From an optimization exercise on the open Yosys and OpenROAD flow, aimed at small area and few clock cycles per item; shortcuts taken in it are not production practice.
RTL that was checked went through simulation tests only; none was proved equivalent to the original.
No driver is modelled on the clock port, so clocking that relies on it looks cheaper here than on a real chip.

Setup of v6:
==> flow/design.v (excerpt) <==
module dot_prod_top #(
   parameter int sample_w = dot_pkg::sample_w,
   parameter int prod_w   = dot_pkg::prod_w,
   parameter int sum_w    = dot_pkg::sum_w,
   parameter int out_w    = dot_pkg::out_w,
   parameter int dot_len  = dot_pkg::dot_len
) (
   input  logic                       clk,
   input  logic                       rst_n_i,
   input  logic                       req_i,
   input  logic signed [sample_w-1:0] xi_i,
   input  logic signed [sample_w-1:0] xq_i,
   input  logic signed [sample_w-1:0] yi_i,
   input  logic signed [sample_w-1:0] yq_i,
   input  logic                       res_ack_i,
   output logic                       ack_o,
   output logic                       res_req_o,
   output logic signed [out_w-1:0]    res_i_o,
   output logic signed [out_w-1:0]    res_q_o
);
Size: roughly 920 cells after synthesis, roughly 120 flip-flops, about 0.0090 mm^2 of cells after synthesis.
==> module dot_prod_top, before the edit <==
module dot_prod_top #(
   parameter int sample_w = dot_pkg::sample_w,
   parameter int prod_w   = dot_pkg::prod_w,
   parameter int sum_w    = dot_pkg::sum_w,
   parameter int out_w    = dot_pkg::out_w,
   parameter int dot_len  = dot_pkg::dot_len
) (
   input  logic                       clk,
   input  logic                       rst_n_i,
   input  logic                       req_i,
   input  logic signed [sample_w-1:0] xi_i,
   input  logic signed [sample_w-1:0] xq_i,
   input  logic signed [sample_w-1:0] yi_i,
   input  logic signed [sample_w-1:0] yq_i,
   input  logic                       res_ack_i,
   output logic                       ack_o,
   output logic                       res_req_o,
   output logic signed [out_w-1:0]    res_i_o,
   output logic signed [out_w-1:0]    res_q_o
);
   localparam int acc_w = 2 * sample_w + 3;        
   localparam int shift = sum_w - out_w;           
   localparam int res_w = acc_w - shift;           
   logic req_s1, req_s2;
   logic ack_s1, ack_s2;
   logic signed [sample_w-1:0] r0, r1, r2, r3;
   logic [1:0] kph;       
   logic       a_is_i;    
   logic       pend;      
   logic [1:0] mcnt;      
   logic [2:0] bcnt;      
   logic       res_full;  
   logic signed [acc_w-1:0] acc_a, acc_b;
   logic act, last_step, cap, acc_free, clr, sub;
   logic [acc_w-1:0] base;
   always_ff @(posedge clk or negedge rst_n_i) begin
      if (!rst_n_i) begin
         req_s1 <= 1'b0;
         req_s2 <= 1'b0;
         ack_s1 <= 1'b0;
         ack_s2 <= 1'b0;
      end else begin
         req_s1 <= req_i;
         req_s2 <= req_s1;
         ack_s1 <= res_ack_i;
         ack_s2 <= ack_s1;
      end
   end
   assign acc_free  = !res_full || (res_req_o && ack_s2);
   assign act       = pend && (mcnt != 2'd0 || bcnt != 3'd0 || acc_free);
   assign last_step = act && (mcnt == 2'd3);
   assign cap       = req_s2 && !ack_o && (!pend || last_step) && !a_is_i;
   assign clr       = act && (bcnt == 3'd0) && !mcnt[1];
   assign sub       = (kph == 2'd2);
   always_ff @(posedge clk or negedge rst_n_i) begin
      if (!rst_n_i) begin
         ack_o    <= 1'b0;
         pend     <= 1'b0;
         mcnt     <= 2'd0;
         bcnt     <= 3'd0;
         res_full <= 1'b0;
         res_req_o <= 1'b0;
         a_is_i   <= 1'b0;
         kph      <= 2'd0;
      end else begin
         a_is_i <= !a_is_i;
         kph    <= cap ? 2'd0 : kph + 2'd1;
         if (cap)
            ack_o <= 1'b1;
         else if (!req_s2)
            ack_o <= 1'b0;
         if (act)
            mcnt <= mcnt + 2'd1;
         if (cap)
            pend <= 1'b1;
         else if (last_step)
            pend <= 1'b0;
         if (last_step)
            bcnt <= (bcnt == 3'(dot_len - 1)) ? 3'd0 : bcnt + 3'd1;
         if (last_step && bcnt == 3'(dot_len - 1))
            res_full <= 1'b1;
         else if (res_req_o && ack_s2)
            res_full <= 1'b0;
         if (res_req_o) begin
            if (ack_s2)
               res_req_o <= 1'b0;
         end else if ((res_full || (last_step && bcnt == 3'(dot_len - 1))) && !ack_s2)
            res_req_o <= 1'b1;
      end
   end
   always_ff @(posedge clk) begin
      if (cap) begin
         r0 <= xi_i;
         r1 <= yi_i;
         r2 <= xq_i;
         r3 <= yq_i;
      end else begin
         r0 <= r1;
         r1 <= r2;
         r2 <= r3;
         r3 <= r0;
      end
   end
   localparam int nd  = sample_w / 2;              
   localparam int rw  = sample_w + 1;              
   localparam logic [acc_w-1:0] sign_fix = 27'd128626688;
   logic [sample_w:0]  ybit;                       
   logic [sample_w+1:0] xext;                      
   logic [acc_w-1:0]   rows [nd];
   logic [nd-1:0]      ngs;
   logic [acc_w-1:0]   negs;
   logic [acc_w-1:0]   tot;
   assign ybit = {r1, 1'b0};
   assign xext = {r0[sample_w-1], r0, 1'b0};
   for (genvar j = 0; j < nd; j++) begin : g_row
      logic s1, s2;
      logic [rw-1:0] m;
      assign s1 = act & (ybit[2*j+1] ^ ybit[2*j]);
      assign s2 = act & ((ybit[2*j+2] & ~ybit[2*j+1] & ~ybit[2*j]) |
                         (~ybit[2*j+2] & ybit[2*j+1] & ybit[2*j]));
      assign ngs[j] = act & (ybit[2*j+2] ^ sub);
      for (genvar i = 0; i < rw; i++) begin : g_bit
         if (i == rw - 1)
            assign m[i] = ~(((s1 & xext[i+1]) | (s2 & xext[i])) ^ ngs[j]);
         else
            assign m[i] = ((s1 & xext[i+1]) | (s2 & xext[i])) ^ ngs[j];
      end
      assign rows[j] = acc_w'(m) << (2 * j);
   end
   always_comb begin
      negs = '0;
      for (int j = 0; j < nd; j++)
         negs[2*j] = ngs[j];
   end
   assign base = clr ? '0 : acc_a;
   assign tot  = base + rows[0] + rows[1] + rows[2] + rows[3] + rows[4] + rows[5]
                 + negs + sign_fix;
   always_ff @(posedge clk) begin
      acc_a <= acc_b;
      acc_b <= tot;
   end
   logic signed [acc_w-1:0] si, sq;
   assign si = a_is_i ? acc_a : acc_b;
   assign sq = a_is_i ? acc_b : acc_a;
   assign res_i_o = {{(out_w-res_w){si[acc_w-1]}}, si[acc_w-1:shift]};
   assign res_q_o = {{(out_w-res_w){sq[acc_w-1]}}, sq[acc_w-1:shift]};
endmodule
Settings: LEC_CHECK=0, CAP_MARGIN=20, CORE_MARGIN=2, CORE_UTILIZATION=40, SLEW_MARGIN=20; clock period 8.0 ns.
run.sh (not shown) runs the stock make flow with config.mk's settings and CLKGATE_MAP_FILE= SYNTH_SCRIPT=/design/flow/synth_recipe.tcl, a recipe that flattens the netlist after the stock synthesis.
v6 completed end to end with timing, DRC and antenna clean.
Testbench counts of v6, summed over its fixed seeds: cycles 9,612, results 320.
--- input diff v6..v7 ---
--- a/flow/design.v
+++ b/flow/design.v
@@ -43,7 +43,8 @@
    logic       res_full;  
    logic signed [acc_w-1:0] acc_a, acc_b;
    logic act, last_step, cap, acc_free, clr, sub;
-   logic [acc_w-1:0] base;
+   logic signed [2*sample_w-1:0] prod;
+   logic signed [acc_w-1:0] prod_x, addend, base;
    always_ff @(posedge clk or negedge rst_n_i) begin
       if (!rst_n_i) begin
          req_s1 <= 1'b0;
@@ -112,43 +113,13 @@
          r3 <= r0;
       end
    end
-   localparam int nd  = sample_w / 2;              
-   localparam int rw  = sample_w + 1;              
-   localparam logic [acc_w-1:0] sign_fix = 27'd128626688;
-   logic [sample_w:0]  ybit;                       
-   logic [sample_w+1:0] xext;                      
-   logic [acc_w-1:0]   rows [nd];
-   logic [nd-1:0]      ngs;
-   logic [acc_w-1:0]   negs;
-   logic [acc_w-1:0]   tot;
-   assign ybit = {r1, 1'b0};
-   assign xext = {r0[sample_w-1], r0, 1'b0};
-   for (genvar j = 0; j < nd; j++) begin : g_row
-      logic s1, s2;
-      logic [rw-1:0] m;
-      assign s1 = act & (ybit[2*j+1] ^ ybit[2*j]);
-      assign s2 = act & ((ybit[2*j+2] & ~ybit[2*j+1] & ~ybit[2*j]) |
-                         (~ybit[2*j+2] & ybit[2*j+1] & ybit[2*j]));
-      assign ngs[j] = act & (ybit[2*j+2] ^ sub);
-      for (genvar i = 0; i < rw; i++) begin : g_bit
-         if (i == rw - 1)
-            assign m[i] = ~(((s1 & xext[i+1]) | (s2 & xext[i])) ^ ngs[j]);
-         else
-            assign m[i] = ((s1 & xext[i+1]) | (s2 & xext[i])) ^ ngs[j];
-      end
-      assign rows[j] = acc_w'(m) << (2 * j);
-   end
-   always_comb begin
-      negs = '0;
-      for (int j = 0; j < nd; j++)
-         negs[2*j] = ngs[j];
-   end
-   assign base = clr ? '0 : acc_a;
-   assign tot  = base + rows[0] + rows[1] + rows[2] + rows[3] + rows[4] + rows[5]
-                 + negs + sign_fix;
+   assign prod   = r0 * r1;
+   assign prod_x = {{(acc_w-2*sample_w){prod[2*sample_w-1]}}, prod};
+   assign addend = act ? (sub ? -prod_x : prod_x) : '0;
+   assign base   = clr ? '0 : acc_a;
    always_ff @(posedge clk) begin
       acc_a <= acc_b;
-      acc_b <= tot;
+      acc_b <= base + addend;
    end
    logic signed [acc_w-1:0] si, sq;
    assign si = a_is_i ? acc_a : acc_b;
Results
Cmp v7 and v6 / layout inverter count without the clock tree / higher: v7. v7 has post-route minimum period above what v6 had. Number of nets in the synthesized netlist in v7 vs v6: up 33%. Summary of v7 over v6: core utilization essentially unchanged; final non-filler cell total rose about 33%; tap cell count went up by 98; data-path buffer share of cell area in the final layout now sits lower. The relative area change from synthesis to final layout was comparable across v7 and v6. [compare] base=v6 new=v7: transition at the pin with the smallest max-transition slack went down by 25 ps.
Testbench counts of v7, summed over its fixed seeds: cycles 9,612, results 320.

---

## before
Another version of the RTL of dot_prod_top (not shown whole).
Size in the first run: roughly 740 cells after synthesis, ~100 I/O pins.
==> flow/config.mk <==
export PLATFORM = sky130hd
export DESIGN_NAME = dot_prod_top
export DESIGN_NICKNAME = dot_prod_top
export VERILOG_FILES = /design/flow/design.v
export SDC_FILE = /design/flow/constraint.sdc
export NUM_CORES = 4
export LEC_CHECK = 0
export CAP_MARGIN = 20
export CORE_MARGIN = 2
export CORE_UTILIZATION = 60
export PLACE_DENSITY = 0.75
export SLEW_MARGIN = 20
==> flow/constraint.sdc <==
create_clock -name core_clock -period 8.0 [get_ports {clk}]
set_input_delay 1.6000 -clock core_clock [delete_from_list [all_inputs] [get_ports {clk}]]
set_output_delay 1.6000 -clock core_clock [all_outputs]
set_load 0.01 [all_outputs]
standard.sh (not shown) runs the stock make flow with config.mk's settings and CLKGATE_MAP_FILE= SYNTH_SCRIPT=/design/flow/synth_recipe.tcl, a recipe that flattens the netlist after the stock synthesis.
==> flow/flow/run.sh <==
#!/bin/bash
# Layout flow: the standard flow (standard.sh) with three changes that
# only affect cell choice, not the design or its constraints:
#  - ABC maps the synthesized logic with an area-oriented script
#    (flow/abc_area_nf.script) instead of the speed script; synthesis is
#    otherwise synth_recipe.tcl unchanged (same passes, flatten, renames);
#  - the port buffers that ORFS inserts are sky130_fd_sc_hd__buf_1;
#  - clock_tree_synthesis gets the arguments in flow/cts_args (small clock
#    buffers, no dummy loads); after CTS, flow/fix_clock_leaves.tcl turns
#    leaf clock buffers whose flip-flops would see a high slew into
#    clkbuf_8 (log: fix_clock_leaves.log).
# make's output goes to standard.log here; each tool's full log is under
# orfs/logs.
set -euo pipefail
here=$(pwd)
{
  printf 'proc abc {args} {\n'
  printf '  set i [lsearch -exact $args -script]\n'
  printf '  if {$i >= 0} { lset args [expr {$i + 1}] %s/flow/abc_area_nf.script }\n' "$here"
  printf '  yosys abc {*}$args\n'
  printf '}\n'
  cat synth_recipe.tcl
} > my_synth.tcl
sed "s#SYNTH_SCRIPT=[^ ]*#SYNTH_SCRIPT=$here/my_synth.tcl#" standard.sh > my_standard.sh
grep -q "SYNTH_SCRIPT=$here/my_synth.tcl" my_standard.sh
# optional extra arguments for yosys synth (flow/synth_args), e.g. -noabc
# to leave the fine-grained logic to extract_fa and the final ABC run.
if [[ -s flow/synth_args ]]; then export SYNTH_ARGS="$(cat flow/synth_args)"; fi
export BUFFER_PORTS_ARGS="-buffer_cell sky130_fd_sc_hd__buf_1"
export CTS_ARGS="$(cat flow/cts_args)"
bash my_standard.sh cts > standard_cts.log 2>&1
RES_DIR=$here/orfs/results/sky130hd/dot_prod_top/base \
  openroad -no_init -exit flow/fix_clock_leaves.tcl > fix_clock_leaves.log 2>&1
bash my_standard.sh > standard.log 2>&1
Other scripts of this flow, unchanged in this note and not shown: flow/flow/abc_area_nf.script, flow/flow/cts_args, flow/flow/fix_clock_leaves.tcl, flow/flow/synth_args
Testbench counts of before, summed over its fixed seeds: cycles 9,612, results 320.
## Diff of input files: after against before
--- a/flow/design.v
+++ b/flow/design.v
@@ -415,40 +415,40 @@
    assign sum[6] = t_s123 ^ t_c122 ^ t_c162;
    assign t_c163 = (t_s123 & t_c122) | (t_s123 & t_c162) | (t_c122 & t_c162);
    assign sum[7] = t_s125 ^ t_c124 ^ t_c163;
    assign t_c164 = (t_s125 & t_c124) | (t_s125 & t_c163) | (t_c124 & t_c163);
    assign sum[8] = t_s127 ^ t_c126 ^ t_c164;
    assign t_c165 = (t_s127 & t_c126) | (t_s127 & t_c164) | (t_c126 & t_c164);
    assign sum[9] = t_s129 ^ t_c128 ^ t_c165;
    assign t_c166 = (t_s129 & t_c128) | (t_s129 & t_c165) | (t_c128 & t_c165);
-   assign co[0] = t_c166;
-   assign sum[10] = t_s131 ^ t_c130;
-   assign t_c167 = t_s131 & t_c130;
-   assign sum[11] = t_s133 ^ t_c132 ^ t_c167;
-   assign t_c168 = (t_s133 & t_c132) | (t_s133 & t_c167) | (t_c132 & t_c167);
+   assign sum[10] = t_s131 ^ t_c130 ^ t_c166;
+   assign t_c167 = (t_s131 & t_c130) | (t_s131 & t_c166) | (t_c130 & t_c166);
+   assign co[0] = t_c167;
+   assign sum[11] = t_s133 ^ t_c132;
+   assign t_c168 = t_s133 & t_c132;
    assign sum[12] = t_s135 ^ t_c134 ^ t_c168;
    assign t_c169 = (t_s135 & t_c134) | (t_s135 & t_c168) | (t_c134 & t_c168);
    assign sum[13] = t_s137 ^ t_c136 ^ t_c169;
    assign t_c170 = (t_s137 & t_c136) | (t_s137 & t_c169) | (t_c136 & t_c169);
    assign sum[14] = t_s139 ^ t_c138 ^ t_c170;
    assign t_c171 = (t_s139 & t_c138) | (t_s139 & t_c170) | (t_c138 & t_c170);
    assign sum[15] = t_s141 ^ t_c140 ^ t_c171;
    assign t_c172 = (t_s141 & t_c140) | (t_s141 & t_c171) | (t_c140 & t_c171);
    assign sum[16] = t_s143 ^ t_c142 ^ t_c172;
    assign t_c173 = (t_s143 & t_c142) | (t_s143 & t_c172) | (t_c142 & t_c172);
    assign sum[17] = t_s145 ^ t_c144 ^ t_c173;
    assign t_c174 = (t_s145 & t_c144) | (t_s145 & t_c173) | (t_c144 & t_c173);
    assign sum[18] = t_s147 ^ t_c146 ^ t_c174;
    assign t_c175 = (t_s147 & t_c146) | (t_s147 & t_c174) | (t_c146 & t_c174);
-   assign co[1] = t_c175;
-   assign sum[19] = t_s149 ^ t_c148;
-   assign t_c176 = t_s149 & t_c148;
-   assign sum[20] = t_s151 ^ t_c150 ^ t_c176;
-   assign t_c177 = (t_s151 & t_c150) | (t_s151 & t_c176) | (t_c150 & t_c176);
+   assign sum[19] = t_s149 ^ t_c148 ^ t_c175;
+   assign t_c176 = (t_s149 & t_c148) | (t_s149 & t_c175) | (t_c148 & t_c175);
+   assign co[1] = t_c176;
+   assign sum[20] = t_s151 ^ t_c150;
+   assign t_c177 = t_s151 & t_c150;
    assign sum[21] = t_s153 ^ t_c152 ^ t_c177;
    assign t_c178 = (t_s153 & t_c152) | (t_s153 & t_c177) | (t_c152 & t_c177);
    assign sum[22] = t_s155 ^ t_c154 ^ t_c178;
    assign t_c179 = (t_s155 & t_c154) | (t_s155 & t_c178) | (t_c154 & t_c178);
    assign sum[23] = base[23] ^ t_c156 ^ t_c179;
    assign t_c180 = (base[23] & t_c156) | (base[23] & t_c179) | (t_c156 & t_c179);
    assign sum[24] = base[24] ^ t_c180;
    assign t_c181 = base[24] & t_c180;
@@ -459,17 +459,16 @@
 endmodule
 `default_nettype wire
 `default_nettype none
 module cpx_settle (
    input  logic [26:0] b,
    input  logic [1:0]  c,
    output logic [26:0] r
 );
-   logic u10;
    logic u11;
    logic u12;
    logic u13;
    logic u14;
    logic u15;
    logic u16;
    logic u17;
    logic u18;
@@ -485,38 +484,37 @@
    assign r[2] = b[2];
    assign r[3] = b[3];
    assign r[4] = b[4];
    assign r[5] = b[5];
    assign r[6] = b[6];
    assign r[7] = b[7];
    assign r[8] = b[8];
    assign r[9] = b[9];
-   assign r[10] = b[10] ^ c[0];
-   assign u10 = b[10] & c[0];
-   assign r[11] = b[11] ^ u10;
-   assign u11 = b[11] & u10;
+   assign r[10] = b[10];
+   assign r[11] = b[11] ^ c[0];
+   assign u11 = b[11] & c[0];
    assign r[12] = b[12] ^ u11;
    assign u12 = b[12] & u11;
    assign r[13] = b[13] ^ u12;
    assign u13 = b[13] & u12;
    assign r[14] = b[14] ^ u13;
    assign u14 = b[14] & u13;
    assign r[15] = b[15] ^ u14;
    assign u15 = b[15] & u14;
    assign r[16] = b[16] ^ u15;
    assign u16 = b[16] & u15;
    assign r[17] = b[17] ^ u16;
    assign u17 = b[17] & u16;
    assign r[18] = b[18] ^ u17;
    assign u18 = b[18] & u17;
-   assign r[19] = b[19] ^ u18 ^ c[1];
-   assign u19 = (b[19] & u18) | (b[19] & c[1]) | (u18 & c[1]);
-   assign r[20] = b[20] ^ u19;
-   assign u20 = b[20] & u19;
+   assign r[19] = b[19] ^ u18;
+   assign u19 = b[19] & u18;
+   assign r[20] = b[20] ^ u19 ^ c[1];
+   assign u20 = (b[20] & u19) | (b[20] & c[1]) | (u19 & c[1]);
    assign r[21] = b[21] ^ u20;
    assign u21 = b[21] & u20;
    assign r[22] = b[22] ^ u21;
    assign u22 = b[22] & u21;
    assign r[23] = b[23] ^ u22;
    assign u23 = b[23] & u22;
    assign r[24] = b[24] ^ u23;
    assign u24 = b[24] & u23;
==> results.txt <==
Routability congestion estimate: before vs after, no meaningful difference. Critical path capture point: acc_b[18] -> before, acc_b[19] -> after. Arrival time of the worst setup path: before and after compared, lower one is before. Summary — initial antenna violation count, after relative to before: lower, by 1. Delta (after minus before): area enclosed by the die boundary barely changed; slew at the pin with the worst max-slew slack dropped 26 ps. Combined area of the multi-input logic cells (after over before): decrease, about 0.4%. Between before and after, the difference in wire length is negligible. On clock tree skew after final layout, before tracks after almost exactly. Non-clock buffer count is higher on after.
Only the layout flow was run in after; the RTL was not checked for function there.

-- afterwards: timing with drivers on the ports --
The flow's constraints put no driver on any port. The routed layouts listed below were extracted and timed again, unchanged, in two steps.
Step 1: set_driving_cell puts a clkbuf_16 on clk and a buf_2 on each other input, an assumption about the parent block.
Step 2 moves the port delays by t, midway between the first and last clock arrival at a register: inputs arrive t later, outputs are due t later. That takes back most of the time a late clock gives input paths.
Slacks: ideal / step 1 / step 2; pairs: ideal / step 1.
run	t (ns)	setup slack, ns	hold slack, ns	clock arrival spread, ns	slew at the worst register clock pin (ns)
v6	0.465	1.448 / 1.448 / 1.448	0.325 / 0.325 / 0.325	0.018 / 0.018	0.08 / 0.08
v7	0.469	0.372 / 0.372 / 0.372	0.325 / 0.325 / 0.325	0.011 / 0.010	0.06 / 0.06
before	0.561	0.492 / 0.492 / 0.492	0.327 / 0.327 / 0.327	0.033 / 0.034	0.09 / 0.09
after	0.575	0.399 / 0.399 / 0.399	0.329 / 0.329 / 0.329	0.031 / 0.031	0.10 / 0.10
After both steps setup and hold are still met in every run listed.
